Background: an optimization exercise with open tools, aiming at small area and a short achievable clock period. Do not read the settings as production practice.
Where RTL was checked, it was by simulation tests only, not by an equivalence proof against the original.
Power and IR drop assume default switching activity.

// dvp_frame_writer
module dvp_frame_writer #(
    parameter int BURST_LEN    = 64,
    parameter int FIFO_DEPTH   = 256,
    parameter int FRAME_PIXELS = 307200,
    parameter int ADDR_W       = 20,
    parameter int BASE_ADDR    = 0
) (
    input  logic                        sclk,          
    input  logic                        rst,           
    input  logic                        frame_start,   
    input  logic                        pix_valid,     
    input  logic [15:0]                 pix_data,      
    output logic                        wr_req,        
    output logic [ADDR_W-1:0]           wr_addr,       
    input  logic                        wr_ack,        
    input  logic                        wr_data_rd,    
    output logic [15:0]                 wr_data,       
    output logic [$clog2(FIFO_DEPTH):0] fifo_level,    
    output logic                        overflow,      
    output logic                        frame_done     
);
export LEC_CHECK = 0
export CAP_MARGIN = 20
export CORE_MARGIN = 2
export CORE_UTILIZATION = 55
export CTS_CLUSTER_DIAMETER = 60
export CTS_CLUSTER_SIZE = 30
export SETUP_SLACK_MARGIN = 4.0
export SLEW_MARGIN = 20
create_clock -name core_clock -period 7.0 [get_ports {sclk}]
run.sh (not shown) runs the stock make flow with config.mk's settings and CLKGATE_MAP_FILE= SYNTH_SCRIPT=/design/flow/synth_recipe.tcl, a recipe that flattens the netlist after the stock synthesis.
Change:
--- a/flow/design.v
+++ b/flow/design.v
@@ -32,12 +32,13 @@
     logic [BW-1:0]   burst_idx_q, burst_idx_d;
     logic [KW-1:0]   pop_cnt_q, pop_cnt_d;
     logic            pending_q, pending_d;
     logic            in_room_q, in_room_d;             
     logic            overflow_q, overflow_d;
     logic [15:0]     head_q, head_d;
+    logic [15:0]     out_q;                            
     logic [15:0]     stg_q;                            
     logic            stg_v_q, stg_v_d;
     logic [15:0]     lo_q, lo_d, hi_q, hi_d;
     logic            s_empty, s_full, s_inc, s_dec;
     logic            shift;
     logic [15:0]     srl_q [SD];
@@ -99,21 +100,19 @@
             else fill_d = 1'b1;
         end
         if (done_q && !frame_start) idle_d = 1'b1;
         push = accepting && pix_valid && !full && in_room && !restart;
         if (accepting && pix_valid && full && in_room) overflow_d = 1'b1;
         in_room_d = in_room_q;
-        if (push) begin
-            in_cnt_d  = in_cnt_q + CW'(1);
-            in_room_d = (in_cnt_q != CW'(FRAME_PIXELS - 1));
-        end
-        if (pop) pop_cnt_d = pop_cnt_q + KW'(1);
-        if (last_pop) burst_idx_d = burst_idx_q + BW'(1);
-        if (push && !pop) level_d = level_q + LW'(1);
-        else if (pop && !push) level_d = level_q - LW'(1);
-        else level_d = level_q;
+        if (push) in_room_d = (in_cnt_q != CW'(FRAME_PIXELS - 1));
+        in_cnt_d    = ({CW{push}} & (in_cnt_q + CW'(1))) | ({CW{!push}} & in_cnt_q);
+        pop_cnt_d   = ({KW{pop}} & (pop_cnt_q + KW'(1))) | ({KW{!pop}} & pop_cnt_q);
+        burst_idx_d = ({BW{last_pop}} & (burst_idx_q + BW'(1))) | ({BW{!last_pop}} & burst_idx_q);
+        level_d     = ({LW{push && !pop}} & (level_q + LW'(1)))
+                    | ({LW{pop && !push}} & (level_q - LW'(1)))
+                    | ({LW{push == pop}} & level_q);
         to_head  = push && (lvl0 || (pop && lvl1));
         stg_load = push && !to_head;
         take_srl = pop && lvl_gt1 && !s_empty;
         take_stg = pop && lvl_gt1 && s_empty;
         if (to_head) head_d = pix_data;
         else if (take_srl) head_d = srl_rd;
@@ -180,19 +179,20 @@
             lo_q        <= lo_d;
             hi_q        <= hi_d;
         end
     end
     always_ff @(posedge sclk) begin
         head_q <= head_d;
+        out_q  <= head_d;
         if (stg_load) stg_q <= pix_data;
         if (shift) begin
             srl_q[0] <= stg_q;
             for (int i = 1; i < SD; i++) srl_q[i] <= srl_q[i-1];
         end
     end
     assign wr_req     = req_q;
     assign wr_addr    = ADDR_W'(BASE_ADDR) + ADDR_W'(burst_idx_q * BURST_LEN);
-    assign wr_data    = head_q;
+    assign wr_data    = out_q;
     assign fifo_level = level_q;
     assign overflow   = overflow_q;
     assign frame_done = done_q;
 endmodule
The new run ran to the end with no violations.
First-iteration DRC count rises by a few percent.
Routed wire length rises slightly.
Global-route usage came out higher by 0.48 points.
Clock skew came out higher by 5.4 ps.
Sequential power hardly moves.
Core utilization hardly moves.
Die area is about the same.
Sequential share of layout area went down by 0.11 points.
Via count goes up slightly.
Worst hold slack improves by 11 ps.
No functional check of the RTL was part of the first run of this note.


The RTL this note starts from:
==> flow/design.v <==
module dvp_frame_writer #(
    parameter int BURST_LEN    = 64,
    parameter int FIFO_DEPTH   = 256,
    parameter int FRAME_PIXELS = 307200,
    parameter int ADDR_W       = 20,
    parameter int BASE_ADDR    = 0
) (
    input  logic                        sclk,          
    input  logic                        rst,           
    input  logic                        frame_start,   
    input  logic                        pix_valid,     
    input  logic [15:0]                 pix_data,      
    output logic                        wr_req,        
    output logic [ADDR_W-1:0]           wr_addr,       
    input  logic                        wr_ack,        
    input  logic                        wr_data_rd,    
    output logic [15:0]                 wr_data,       
    output logic [$clog2(FIFO_DEPTH):0] fifo_level,    
    output logic                        overflow,      
    output logic                        frame_done     
);
    localparam int LW     = $clog2(FIFO_DEPTH) + 1;
    localparam int NBURST = FRAME_PIXELS / BURST_LEN;
    localparam int CW     = $clog2(FRAME_PIXELS + 1);
    localparam int BW     = $clog2(NBURST + 1);
    localparam int KW     = $clog2(BURST_LEN);
    localparam int SD     = FIFO_DEPTH - 2;            
    logic            idle_q, fill_q, req_q, xfer_q, done_q;
    logic            idle_d, fill_d, req_d, xfer_d, done_d;
    logic [LW-1:0]   level_q, level_d;
    logic [CW-1:0]   in_cnt_q, in_cnt_d;
    logic [BW-1:0]   burst_idx_q, burst_idx_d;
    logic [KW-1:0]   pop_cnt_q, pop_cnt_d;
    logic            pending_q, pending_d;
    logic            in_room_q, in_room_d;             
    logic            overflow_q, overflow_d;
    logic [15:0]     head_q;
    logic [15:0]     out_q;                            
    logic [15:0]     head_new;
    logic            head_upd;
    logic [15:0]     stg_q;                            
    logic            stg_v_q, stg_v_d;
    logic [15:0]     lo_q, lo_d, hi_q, hi_d;
    logic            s_empty, s_full, s_inc, s_dec;
    logic            shift;
    logic [15:0]     shift_c;                          
    logic [15:0]     hi_ge;                            
    logic [15:0]     srl_q [SD];
    logic [15:0]     srl_rd;
    logic accepting, full, in_room, push, pop, last_pop, restart;
    logic to_head, stg_load, take_srl, take_stg, lvl0, lvl1, lvl_gt1;
    logic [15:0] grp [16];
    always_comb begin
        for (int a = 0; a < 16; a++) begin
            grp[a] = '0;
            for (int b = 0; b < 16; b++)
                if (16 * a + b - 1 >= 0 && 16 * a + b - 1 < SD)
                    grp[a] = grp[a] | ({16{lo_q[b]}} & srl_q[16 * a + b - 1]);
        end
        srl_rd = '0;
        for (int a = 0; a < 16; a++)
            srl_rd = srl_rd | ({16{hi_q[a]}} & grp[a]);
    end
    assign s_empty = lo_q[0] && hi_q[0];
    assign s_full  = lo_q[SD % 16] && hi_q[SD / 16];
    assign shift   = stg_v_q && !s_full;
    always_comb begin
        for (int c = 0; c < 16; c++) begin
            hi_ge[c]   = |(hi_q >> c);
            shift_c[c] = shift && hi_ge[c];
        end
    end
    always_comb begin
        idle_d      = idle_q;
        fill_d      = fill_q;
        req_d       = req_q;
        xfer_d      = xfer_q;
        done_d      = 1'b0;
        in_cnt_d    = in_cnt_q;
        burst_idx_d = burst_idx_q;
        pop_cnt_d   = pop_cnt_q;
        pending_d   = pending_q;
        overflow_d  = overflow_q;
        lo_d        = lo_q;
        hi_d        = hi_q;
        restart     = 1'b0;
        lvl0      = (level_q == '0);
        lvl1      = (level_q == LW'(1));
        lvl_gt1   = !lvl0 && !lvl1;
        accepting = (fill_q || req_q || xfer_q) && !pending_q;
        full      = (level_q == LW'(FIFO_DEPTH));
        in_room   = in_room_q;
        pop       = xfer_q && wr_data_rd && !lvl0;
        last_pop  = pop && (pop_cnt_q == KW'(BURST_LEN - 1));
        if ((idle_q || fill_q || done_q) && frame_start) restart = 1'b1;
        if (fill_q && !frame_start && level_q >= LW'(BURST_LEN)) begin
            fill_d = 1'b0;
            req_d  = 1'b1;
        end
        if ((req_q || xfer_q) && frame_start) pending_d = 1'b1;
        if (req_q && wr_ack) begin
            req_d  = 1'b0;
            xfer_d = 1'b1;
        end
        if (xfer_q && last_pop) begin
            xfer_d = 1'b0;
            if (pending_q || frame_start) restart = 1'b1;
            else if (burst_idx_q == BW'(NBURST - 1)) done_d = 1'b1;
            else fill_d = 1'b1;
        end
        if (done_q && !frame_start) idle_d = 1'b1;
        push = accepting && pix_valid && !full && in_room && !restart;
        if (accepting && pix_valid && full && in_room) overflow_d = 1'b1;
        in_room_d = in_room_q;
        if (push) in_room_d = (in_cnt_q != CW'(FRAME_PIXELS - 1));
        in_cnt_d    = ({CW{push}} & (in_cnt_q + CW'(1))) | ({CW{!push}} & in_cnt_q);
        pop_cnt_d   = ({KW{pop}} & (pop_cnt_q + KW'(1))) | ({KW{!pop}} & pop_cnt_q);
        burst_idx_d = ({BW{last_pop}} & (burst_idx_q + BW'(1))) | ({BW{!last_pop}} & burst_idx_q);
        level_d     = ({LW{push && !pop}} & (level_q + LW'(1)))
                    | ({LW{pop && !push}} & (level_q - LW'(1)))
                    | ({LW{push == pop}} & level_q);
        to_head  = push && (lvl0 || (pop && lvl1));
        stg_load = push && !to_head;
        take_srl = pop && !s_empty;
        take_stg = pop && s_empty && stg_v_q;
        head_upd = to_head || take_srl || take_stg;
        if (to_head) head_new = pix_data;
        else if (take_srl) head_new = srl_rd;
        else head_new = stg_q;
        stg_v_d = stg_load || (stg_v_q && !shift);
        s_inc   = shift && !take_stg;
        s_dec   = take_srl;
        if (s_inc && !s_dec) begin
            lo_d = {lo_q[14:0], lo_q[15]};
            if (lo_q[15]) hi_d = {hi_q[14:0], hi_q[15]};
        end else if (s_dec && !s_inc) begin
            lo_d = {lo_q[0], lo_q[15:1]};
            if (lo_q[0]) hi_d = {hi_q[0], hi_q[15:1]};
        end
        if (restart) begin
            idle_d      = 1'b0;
            fill_d      = 1'b1;
            req_d       = 1'b0;
            xfer_d      = 1'b0;
            done_d      = 1'b0;
            level_d     = '0;
            in_cnt_d    = '0;
            in_room_d   = 1'b1;
            burst_idx_d = '0;
            pop_cnt_d   = '0;
            pending_d   = 1'b0;
            overflow_d  = 1'b0;
            stg_v_d     = 1'b0;
            lo_d        = 16'd1;
            hi_d        = 16'd1;
        end
    end
    always_ff @(posedge sclk) begin
        if (rst) begin
            idle_q      <= 1'b1;
            fill_q      <= 1'b0;
            req_q       <= 1'b0;
            xfer_q      <= 1'b0;
            done_q      <= 1'b0;
            level_q     <= '0;
            in_cnt_q    <= '0;
            in_room_q   <= 1'b1;
            burst_idx_q <= '0;
            pop_cnt_q   <= '0;
            pending_q   <= 1'b0;
            overflow_q  <= 1'b0;
            stg_v_q     <= 1'b0;
            lo_q        <= 16'd1;
            hi_q        <= 16'd1;
        end else begin
            idle_q      <= idle_d;
            fill_q      <= fill_d;
            req_q       <= req_d;
            xfer_q      <= xfer_d;
            done_q      <= done_d;
            level_q     <= level_d;
            in_cnt_q    <= in_cnt_d;
            in_room_q   <= in_room_d;
            burst_idx_q <= burst_idx_d;
            pop_cnt_q   <= pop_cnt_d;
            pending_q   <= pending_d;
            overflow_q  <= overflow_d;
            stg_v_q     <= stg_v_d;
            lo_q        <= lo_d;
            hi_q        <= hi_d;
        end
    end
    always_ff @(posedge sclk) begin
        head_q <= head_upd ? head_new : out_q;
        out_q  <= head_upd ? head_new : head_q;
        if (stg_load) stg_q <= pix_data;
        if (shift_c[0]) srl_q[0] <= stg_q;
        for (int i = 1; i < SD; i++)
            if (shift_c[i / 16]) srl_q[i] <= srl_q[i-1];
    end
    assign wr_req     = req_q;
    assign wr_addr    = ADDR_W'(BASE_ADDR) + ADDR_W'(burst_idx_q * BURST_LEN);
    assign wr_data    = out_q;
    assign fifo_level = level_q;
    assign overflow   = overflow_q;
    assign frame_done = done_q;
endmodule
Settings: LEC_CHECK=0, ABC_CLOCK_PERIOD_IN_PS=2000, CAP_MARGIN=20, CORE_MARGIN=2, CORE_UTILIZATION=55, CTS_CLUSTER_DIAMETER=60, CTS_CLUSTER_SIZE=30, SETUP_SLACK_MARGIN=4.0, SLEW_MARGIN=20; clock period 7.0 ns.
standard.sh (not shown) runs the stock make flow with config.mk's settings and CLKGATE_MAP_FILE= SYNTH_SCRIPT=/design/flow/synth_recipe.tcl, a recipe that flattens the netlist after the stock synthesis.
==> flow/flow/run.sh <==
#!/bin/bash
# Own flow: the standard layout (standard.sh, unchanged synthesis and steps) with two
# layout options changed: the port buffers are buf_4 cells instead of the resizer's pick,
# and clock tree synthesis inserts no dummy loads.
set -euo pipefail
export BUFFER_PORTS_ARGS="-buffer_cell sky130_fd_sc_hd__buf_4"
export CTS_ARGS="-sink_clustering_enable -repair_clock_nets -sink_clustering_size 30 -sink_clustering_max_diameter 60 -dont_use_dummy_load"
bash standard.sh finish > flow_make.log 2>&1
Change:
--- a/flow/design.v
+++ b/flow/design.v
@@ -41,21 +41,25 @@
     logic [15:0]     stg_q;                            
     logic            stg_v_q, stg_v_d;
     logic [15:0]     lo_q, lo_d, hi_q, hi_d;
+    logic [15:0]     lo_n_q;                           
     logic            s_empty, s_full, s_inc, s_dec;
     logic            shift;
+    logic            shift_q, shift_d;                 
     logic [15:0]     shift_c;                          
-    logic [15:0]     hi_ge;                            
+    logic [15:0]     near_q, near_d;                   
     logic [15:0]     srl_q [SD];
     logic [15:0]     srl_rd;
     logic accepting, full, in_room, push, pop, last_pop, restart;
     logic to_head, stg_load, take_srl, take_stg, lvl0, lvl1, lvl_gt1;
     logic [15:0] grp [16];
+    logic [15:0] lo_sel [16];
     always_comb begin
+        for (int b = 0; b < 16; b++) lo_sel[b] = {{8{!lo_n_q[b]}}, {8{lo_q[b]}}};
         for (int a = 0; a < 16; a++) begin
             grp[a] = '0;
             for (int b = 0; b < 16; b++)
                 if (16 * a + b - 1 >= 0 && 16 * a + b - 1 < SD)
-                    grp[a] = grp[a] | ({16{lo_q[b]}} & srl_q[16 * a + b - 1]);
+                    grp[a] = grp[a] | (lo_sel[b] & srl_q[16 * a + b - 1]);
         end
         srl_rd = '0;
         for (int a = 0; a < 16; a++)
@@ -63,12 +67,13 @@
     end
     assign s_empty = lo_q[0] && hi_q[0];
     assign s_full  = lo_q[SD % 16] && hi_q[SD / 16];
-    assign shift   = stg_v_q && !s_full;
+    assign shift   = shift_q;                           
     always_comb begin
-        for (int c = 0; c < 16; c++) begin
-            hi_ge[c]   = |(hi_q >> c);
-            shift_c[c] = shift && hi_ge[c];
-        end
+        near_d[0] = 1'b1;
+        for (int c = 1; c < 16; c++)
+            near_d[c] = (|(hi_q >> c)) || (hi_q[c-1] && lo_q[15]);
+        for (int c = 0; c < 16; c++)
+            shift_c[c] = shift_q && near_q[c];
     end
     always_comb begin
         idle_d      = idle_q;
@@ -128,6 +133,7 @@
         else if (take_srl) head_new = srl_rd;
         else head_new = stg_q;
         stg_v_d = stg_load || (stg_v_q && !shift);
+        shift_d = stg_v_d && !level_d[LW-1];
         s_inc   = shift && !take_stg;
         s_dec   = take_srl;
         if (s_inc && !s_dec) begin
@@ -151,6 +157,7 @@
             pending_d   = 1'b0;
             overflow_d  = 1'b0;
             stg_v_d     = 1'b0;
+            shift_d     = 1'b0;
             lo_d        = 16'd1;
             hi_d        = 16'd1;
         end
@@ -170,7 +177,9 @@
             pending_q   <= 1'b0;
             overflow_q  <= 1'b0;
             stg_v_q     <= 1'b0;
+            shift_q     <= 1'b0;
             lo_q        <= 16'd1;
+            lo_n_q      <= ~16'd1;
             hi_q        <= 16'd1;
         end else begin
             idle_q      <= idle_d;
@@ -186,11 +195,14 @@
             pending_q   <= pending_d;
             overflow_q  <= overflow_d;
             stg_v_q     <= stg_v_d;
+            shift_q     <= shift_d;
             lo_q        <= lo_d;
+            lo_n_q      <= ~lo_d;
             hi_q        <= hi_d;
         end
     end
     always_ff @(posedge sclk) begin
+        near_q <= near_d;
         head_q <= head_upd ? head_new : out_q;
         out_q  <= head_upd ? head_new : head_q;
         if (stg_load) stg_q <= pix_data;
- worst setup slack improved by 0.32 ns
- via count came out higher slightly
- fmax goes up by roughly a tenth
- area after synthesis came out higher by a few percent
- count of clock-buffer cells in the layout increases by 28
- final cell count increases by a few percent
- global-route usage goes down by 1.3 points
- worst hold slack hardly moves
- utilization decreases by 3.1 points
No run of this note included a check of the RTL's function; only the layout flow was run.

==> static timing again, ports no longer ideal <==
Ports are ideal in the flow. The routed layouts listed here were re-timed in OpenROAD.
Step 1 assumes that a clkbuf_16 drives the clock port and a buf_2 every other input.
Step 2 adds t to the input delays and takes it off the output delays; t is the mean of the earliest and latest rising clock arrival at the registers after step 1. Input paths then give back, and output paths get back, about the clock's delay inside the block.
Slacks: ideal / step 1 / step 2; pairs: ideal / step 1.
run	t (ns)	setup WS [ns]	hold slack, ns	latest minus earliest clock arrival (ns)	pins driven straight from the clock port
the first run of note 1	1.023	3.851 / 3.820 / 2.979	0.412 / 0.412 / 0.412	0.074 / 0.074	1
the second run of note 1	1.048	3.849 / 3.748 / 3.159	0.422 / 0.422 / 0.422	0.066 / 0.066	1
the first run of note 2	1.016	3.658 / 3.658 / 3.393	0.381 / 0.381 / 0.381	0.120 / 0.121	1
the second run of note 2	0.986	3.976 / 3.959 / 3.270	0.381 / 0.381 / 0.381	0.095 / 0.096	1
After both steps every run listed still meets setup and hold. For the first run of note 1, which loses most, drivers alone change the setup slack by -0.031 ns; drivers and shift together by -0.872 ns.
